From an optimization exercise on the open Yosys and OpenROAD flow, aimed at small area, a short achievable clock period and few clock cycles; shortcuts taken in it are not production practice. Function was checked by simulation only, so behaviour that the tests miss may differ from the original. Power figures rest on the tool's default switching activity, not on a simulated workload.

== build 70 ==
Design analog_axis_key_repeater_top, start of the top module:
module analog_axis_key_repeater_top (
    input  logic                                  clk,
    input  logic                                  rst_n,
    input  logic                                  push,
    output logic                                  full,
    input  logic                                  cmd,
    input  logic [akr_pkg::AXIS_BITS-1:0]         axis_number,
    input  logic signed [akr_pkg::LEVEL_BITS-1:0] axis_level,
    input  logic [akr_pkg::TIME_BITS-1:0]         time_ms,
    input  logic                                  cfg_we,
    input  logic [akr_pkg::CFG_IDX_BITS-1:0]      cfg_addr,
    input  logic [akr_pkg::CFG_BITS-1:0]          cfg_wdata,
    output logic                                  empty,
    input  logic                                  pop,
    output logic [akr_pkg::ENTRY_BITS-1:0]        entry_index,
    output logic [akr_pkg::KEY_BITS-1:0]          key_code,
    output logic                                  is_release,
    output logic                                  last_of_run
);
    logic [15:0] sp_reg;
    logic [15:0] sr_reg, tp_reg, tr_reg, dly_reg, per_reg;
    always_ff @(posedge clk or negedge rst_n)
    begin
        if (!rst_n)
        begin
            sp_reg  <= akr_pkg::RST_STICK_PRESS;
            sr_reg  <= akr_pkg::RST_STICK_RELEASE;
            tp_reg  <= akr_pkg::RST_TRIG_PRESS;
            tr_reg  <= akr_pkg::RST_TRIG_RELEASE;
            dly_reg <= akr_pkg::RST_REPEAT_DELAY;
            per_reg <= akr_pkg::RST_REPEAT_PERIOD;
        end
        else if (cfg_we)
        begin
            case (cfg_addr)
                3'd0: sp_reg  <= cfg_wdata;
                3'd1: sr_reg  <= cfg_wdata;
                3'd2: tp_reg  <= cfg_wdata;
                3'd3: tr_reg  <= cfg_wdata;
                3'd4: dly_reg <= cfg_wdata;
                3'd5: per_reg <= cfg_wdata;
                default: ;
            endcase
        end
    end
    logic        ir_v;         
    logic [47:0] ir_t;
    logic        ph;           
    logic        full_r;
    logic        two_r;        
    logic [15:0] step_r;       
    logic [9:0]  pf;           
    logic [9:0]  rf;           
    logic [9:0]  held;
    logic [9:0]  pend;         
    logic [47:0] fire_reg [0:3];
    logic        ov;           
    logic [3:0]  o_idx;
  ...
Size in the first run: roughly 3200 cells after synthesis, ~100 I/O pins, ~0.024 mm2 of cells after synthesis.
==> flow/config.mk <==
export PLATFORM = sky130hd
export DESIGN_NAME = analog_axis_key_repeater_top
export DESIGN_NICKNAME = analog_axis_key_repeater_top
export VERILOG_FILES = /design/flow/design.v
export SDC_FILE = /design/flow/constraint.sdc
export NUM_CORES = 4
export LEC_CHECK = 0
export ABC_AREA = 1
export CAP_MARGIN = 20
export CORE_MARGIN = 2
export CORE_UTILIZATION = 60
export CTS_CLUSTER_DIAMETER = 85
export CTS_CLUSTER_SIZE = 30
export SETUP_SLACK_MARGIN = 5
export SLEW_MARGIN = 20
export SYNTH_HIERARCHICAL = 1
export TNS_END_PERCENT = 0
==> flow/constraint.sdc <==
create_clock -name core_clock -period 8.0 [get_ports {clk}]
set_input_delay 1.6000 -clock core_clock [delete_from_list [all_inputs] [get_ports {clk}]]
set_output_delay 1.6000 -clock core_clock [all_outputs]
set_load 0.01 [all_outputs]
run.sh (not shown) runs the stock make flow with config.mk's settings and CLKGATE_MAP_FILE= SYNTH_SCRIPT=/design/flow/synth_recipe.tcl, a recipe that flattens the netlist after the stock synthesis.
Build 70 completed end to end with timing, DRC and antenna clean.
Testbench counts of build 70, summed over its fixed seeds: cycles 11,651.
diff inputs: build 70 => build 44
# build 70
export LEC_CHECK = 0
export ABC_AREA = 1
export CAP_MARGIN = 20
export CORE_MARGIN = 2
export CORE_UTILIZATION = 60
export CTS_CLUSTER_DIAMETER = 85
export CTS_CLUSTER_SIZE = 30
export SETUP_SLACK_MARGIN = 5
export SLEW_MARGIN = 20
export SYNTH_HIERARCHICAL = 1
export TNS_END_PERCENT = 0
create_clock -name core_clock -period 8.0 [get_ports {clk}]
# build 44
export LEC_CHECK = 0
export CAP_MARGIN = 20
export CORE_MARGIN = 2
export CORE_UTILIZATION = 60
export CTS_CLUSTER_DIAMETER = 80
export CTS_CLUSTER_SIZE = 24
export SETUP_SLACK_MARGIN = 5
export SLEW_MARGIN = 20
export SYNTH_HIERARCHICAL = 1
export TNS_END_PERCENT = 0
create_clock -name core_clock -period 8.0 [get_ports {clk}]
## What came out
Build 44 has worst setup slack below what build 70 had. The higher antenna diode count came out of build 70. Build 44 vs build 70 — maximum achievable frequency dropped by a little under 10%. Compared to build 70, the routing of build 44 uses less wire. The capturing element of the worst setup path comes out empty in one run and pend[2]$_DFF_PN0_ in the other, namely in build 70 and build 44 respectively. Build 44 contains fewer vias than build 70.
Here is what was changed in the inputs of build 8 compared with build 44.
# build 44
export LEC_CHECK = 0
export CAP_MARGIN = 20
export CORE_MARGIN = 2
export CORE_UTILIZATION = 60
export CTS_CLUSTER_DIAMETER = 80
export CTS_CLUSTER_SIZE = 24
export SETUP_SLACK_MARGIN = 5
export SLEW_MARGIN = 20
export SYNTH_HIERARCHICAL = 1
export TNS_END_PERCENT = 0
create_clock -name core_clock -period 8.0 [get_ports {clk}]
# build 8
export LEC_CHECK = 0
export ABC_AREA = 1
export CAP_MARGIN = 20
export CORE_MARGIN = 2
export CORE_UTILIZATION = 60
export CTS_CLUSTER_DIAMETER = 80
export CTS_CLUSTER_SIZE = 30
export SETUP_SLACK_MARGIN = 5
export SLEW_MARGIN = 20
export TNS_END_PERCENT = 0
create_clock -name core_clock -period 8.0 [get_ports {clk}]
==> flow/flow/run.sh (new file) <==
#!/bin/bash
set -euo pipefail
export BUFFER_PORTS_ARGS="-buffer_cell sky130_fd_sc_hd__buf_4"
bash standard.sh finish > flow.log 2>&1
==> flow/standard.sh (new file) <==
#!/bin/bash
# synth_recipe.tcl (not shown) runs the flow's synth.tcl, then flattens the netlist and writes it again
# the make line also repeats each setting of config.mk as NAME=value (left out here)
make -C /OpenROAD-flow-scripts/flow DESIGN_CONFIG=/design/flow/config.mk WORK_HOME=/design/flow/orfs CLKGATE_MAP_FILE= SYNTH_SCRIPT=/design/flow/synth_recipe.tcl "${@:-finish}"
removed: flow/run.sh
Findings:
Of build 44 and build 8, the run reporting the lower number of logic stages on the critical path including buffering was build 8.
For build 44, the commonest non-fill, non-tap cell in the layout was edfxtp_1, unlike build 8, where it was nand2_1.
Core footprint for build 8: 270 um2 down relative to build 44
Overall routed net length on build 8 is behind build 44.
Build 8 vs. build 44: worst setup slack went up by 0.38 ns.
Between build 44 and build 8, the maximum frequency is lower for build 44.
Comparing global-route total usage across every layer for build 44 and build 8, the bigger number came from build 8.
Build 8 vs. build 44: global-route wire length before repair +about 8%, synthesized cell count grew by 859, mean instance size in the synthesized netlist now smaller.
Build 8 closes out successfully: all stages finished, all timing, DRC and antenna checks passed.
Looking at met3 layer usage reported by global route, build 8 sits 0.36 points lower than build 44 does.
When build 8 is measured against build 44, its fraction of power consumed by the clock network turns out 4.0 points higher.

Setup of exp/indigo:
Starting RTL as in the previous note.
make LEC_CHECK=0 CAP_MARGIN=20 CORE_MARGIN=2 CORE_UTILIZATION=60 SETUP_SLACK_MARGIN=5 SLEW_MARGIN=20 SYNTH_HIERARCHICAL=1 TNS_END_PERCENT=0 finish   # period 8.0 ns
Stock flow here: none of the scripts above is used.
exp/indigo finished every step from synthesis to the final layout, and the layout passed the timing, design-rule and antenna checks.
Testbench counts of exp/indigo, summed over its fixed seeds: cycles 11,651.
Input changes introduced in exp/raven (baseline for comparison: exp/indigo):
Settings: putting CTS_CLUSTER_DIAMETER at 70 where nothing was set; putting CTS_CLUSTER_SIZE at 30 where nothing was set; putting ABC_AREA at 1 where nothing was set.
Results
The lower number of antenna violations at the first check in global routing of exp/indigo and exp/raven is in exp/indigo. Lower final wirelength was reported by exp/indigo, not exp/raven. Looking at commonest non-fill, non-tap cell in the layout, the edfxtp_1 result is from exp/indigo; the nand2_1 one comes from exp/raven. On combinational power, exp/indigo and exp/raven are neck and neck.
> inputs changed (exp/raven -> exp/willow)
Settings: SYNTH_HIERARCHICAL no longer set, was 1.
==> flow/flow/run.sh (new file) <==
#!/bin/bash
set -euo pipefail
export BUFFER_PORTS_ARGS="-buffer_cell sky130_fd_sc_hd__buf_4"
bash standard.sh finish > flow.log 2>&1
==> flow/standard.sh (new file) <==
#!/bin/bash
# synth_recipe.tcl (not shown) runs the flow's synth.tcl, then flattens the netlist and writes it again
# the make line also repeats each setting of config.mk as NAME=value (left out here)
make -C /OpenROAD-flow-scripts/flow DESIGN_CONFIG=/design/flow/config.mk WORK_HOME=/design/flow/orfs CLKGATE_MAP_FILE= SYNTH_SCRIPT=/design/flow/synth_recipe.tcl "${@:-finish}"
removed: flow/run.sh
Notes after the runs:
exp/willow: done, clean on timing, DRC and antenna
Worst relative slew slack for exp/willow is lower than for exp/raven.
The higher first-iteration detailed-routing DRC count came out of exp/raven.
Setup slack was lower in the run labelled exp/raven.
Taking exp/raven as the reference, in exp/willow cell count -337, design area -about 5.3%, proportion of total power due to net switching -3.4 points.
| required time reported for the critical path endpoint | exp/willow vs exp/raven | ≈ equal |
Relative to exp/raven, growth of design area from synthesis to finish decreased by 0.74 points in exp/willow.
On clock power, exp/willow and exp/raven are neck and neck.
Looking at detailed-route wire length on metal 1, exp/willow sits below exp/raven.
## Diff of input files: exp/maple against exp/willow
Settings: clearing ABC_AREA, which used to be 1; swapping 70 for 100 in CTS_CLUSTER_DIAMETER; putting SYNTH_HIERARCHICAL at 1 where nothing was set.
==> flow/run.sh (new file) <==
#!/bin/bash
# synth_recipe.tcl (not shown) runs the flow's synth.tcl, then flattens the netlist and writes it again
# the make line also repeats each setting of config.mk as NAME=value (left out here)
make -C /OpenROAD-flow-scripts/flow DESIGN_CONFIG=/design/flow/config.mk WORK_HOME=/design/flow/orfs CLKGATE_MAP_FILE= SYNTH_SCRIPT=/design/flow/synth_recipe.tcl finish
removed: flow/flow/run.sh
removed: flow/standard.sh
==> run notes <==
exp/maple has completed all stages; timing, DRC and antenna checks passed. Compared with exp/willow, exp/maple shows multi-input gate share of total cell area higher by 4.3 points. Compared with exp/willow, number of global-route vias before repair in exp/maple decreased by more than 10%. Going from exp/willow to exp/maple, total wirelength of the detailed-routed design fell about 8%; layout buffering overhead excluding clock cells rose 2.5 points. exp/willow -> exp/maple: number of top-level pins delta 0, exact match.

## main
analog_axis_key_repeater_top, a different RTL version from the one above (not shown whole).
Size: about 100 I/O pins, ~0.021 sq mm of cells after synthesis.
Design analog_axis_key_repeater_top, start of the top module:
module analog_axis_key_repeater_top (
    input  logic                                  clk,
    input  logic                                  rst_n,
    input  logic                                  push,
    output logic                                  full,
    input  logic                                  cmd,
    input  logic [akr_pkg::AXIS_BITS-1:0]         axis_number,
    input  logic signed [akr_pkg::LEVEL_BITS-1:0] axis_level,
    input  logic [akr_pkg::TIME_BITS-1:0]         time_ms,
    input  logic                                  cfg_we,
    input  logic [akr_pkg::CFG_IDX_BITS-1:0]      cfg_addr,
    input  logic [akr_pkg::CFG_BITS-1:0]          cfg_wdata,
    output logic                                  empty,
    input  logic                                  pop,
    output logic [akr_pkg::ENTRY_BITS-1:0]        entry_index,
    output logic [akr_pkg::KEY_BITS-1:0]          key_code,
    output logic                                  is_release,
    output logic                                  last_of_run
);
    logic [16:0] spm_reg;
    logic [15:0] sr_reg, tp_reg, tr_reg, dly_reg, per_reg;
    always_ff @(posedge clk or negedge rst_n)
    begin
        if (!rst_n)
        begin
            spm_reg <= akr_pkg::RST_STICK_PRESS_M1;
            sr_reg  <= akr_pkg::RST_STICK_RELEASE;
            tp_reg  <= akr_pkg::RST_TRIG_PRESS;
            tr_reg  <= akr_pkg::RST_TRIG_RELEASE;
            dly_reg <= akr_pkg::RST_REPEAT_DELAY;
            per_reg <= akr_pkg::RST_REPEAT_PERIOD;
        end
        else if (cfg_we)
        begin
            case (cfg_addr)
                3'd0: spm_reg <= akr_pkg::dec16(cfg_wdata);
                3'd1: sr_reg  <= cfg_wdata;
                3'd2: tp_reg  <= cfg_wdata;
  ...
clock: 8.0 ns
lec_check: 0
cap_margin: 20
core_margin: 2
core_utilization: 40
slew_margin: 20
Stock flow here: none of the scripts above is used.
Testbench counts of main, summed over its fixed seeds: cycles 11,651.
Changes in the feature branch relative to main:
- SETUP_SLACK_MARGIN newly set to 5
--- outcome ---
Of the two values seen for timing endpoint of the critical path, up_c[0] was produced by the feature branch and up_c[3] by main.
For main, the group drawing the most power was registers, unlike the feature branch, where it was combinational logic.
Compared with main, in the feature branch chip height shows no meaningful change, total power shows an increase of about 18%, non-clock buffer count in the final layout shows an increase of 228, worst slack after detailed placement shows a reduction of 0.067 ns.
Compared the feature branch against main; synthesized area within noise.
Summary of the feature branch over main: count of nets after finishing went up by about 11%, final standard cell utilization of the core shows an increase of 9.1 points, detailed placer's ending HPWL now larger, sequential share of layout area fell 7.6 points.
Changes observed in the feature branch relative to main: least setup slack across all paths after layout increased 0.71 ns; fraction of synthesis flops using an asynchronous set or reset pin barely changed.

## re-timing with driven ports
The flow's constraints put no driver on any port. The routed layouts listed below were extracted and timed again, unchanged, in two steps. Step 1 (the two cells are an assumption about what drives the block):
set clk [get_ports {clk}]
set_driving_cell -lib_cell sky130_fd_sc_hd__clkbuf_16 $clk
set_driving_cell -lib_cell sky130_fd_sc_hd__buf_2 [delete_from_list [all_inputs] $clk]
Step 2 moves the port delays by t, midway between the first and last clock arrival at a register: inputs arrive t later, outputs are due t later. That takes back most of the time a late clock gives input paths. Slacks: ideal / step 1 / step 2; pairs: ideal / step 1.
| run | t (ns) | setup slack, ns | latest minus earliest clock arrival (ns) |
|---|---|---|---|
| build 70 | 0.618 | 4.854 / 4.800 / 4.253 | 0.021 / 0.020 |
| build 44 | 0.629 | 4.572 / 4.572 / 3.985 | 0.026 / 0.026 |
| build 8 | 0.630 | 4.953 / 4.953 / 4.716 | 0.044 / 0.044 |
| exp/indigo | 0.631 | 4.558 / 4.558 / 4.043 | 0.021 / 0.021 |
| exp/raven | 0.664 | 4.804 / 4.768 / 4.140 | 0.046 / 0.046 |
| exp/willow | 0.648 | 4.992 / 4.992 / 4.698 | 0.035 / 0.034 |
| exp/maple | 0.600 | 4.564 / 4.589 / 3.989 | 0.028 / 0.028 |
| main | 0.635 | 3.118 / 3.150 / 2.515 | 0.017 / 0.017 |
| the feature branch | 0.644 | 3.831 / 3.826 / 3.182 | 0.020 / 0.020 |
After both steps setup and hold are still met in every run listed. For exp/raven, which loses most, drivers alone change the setup slack by -0.036 ns; drivers and shift together by -0.664 ns.
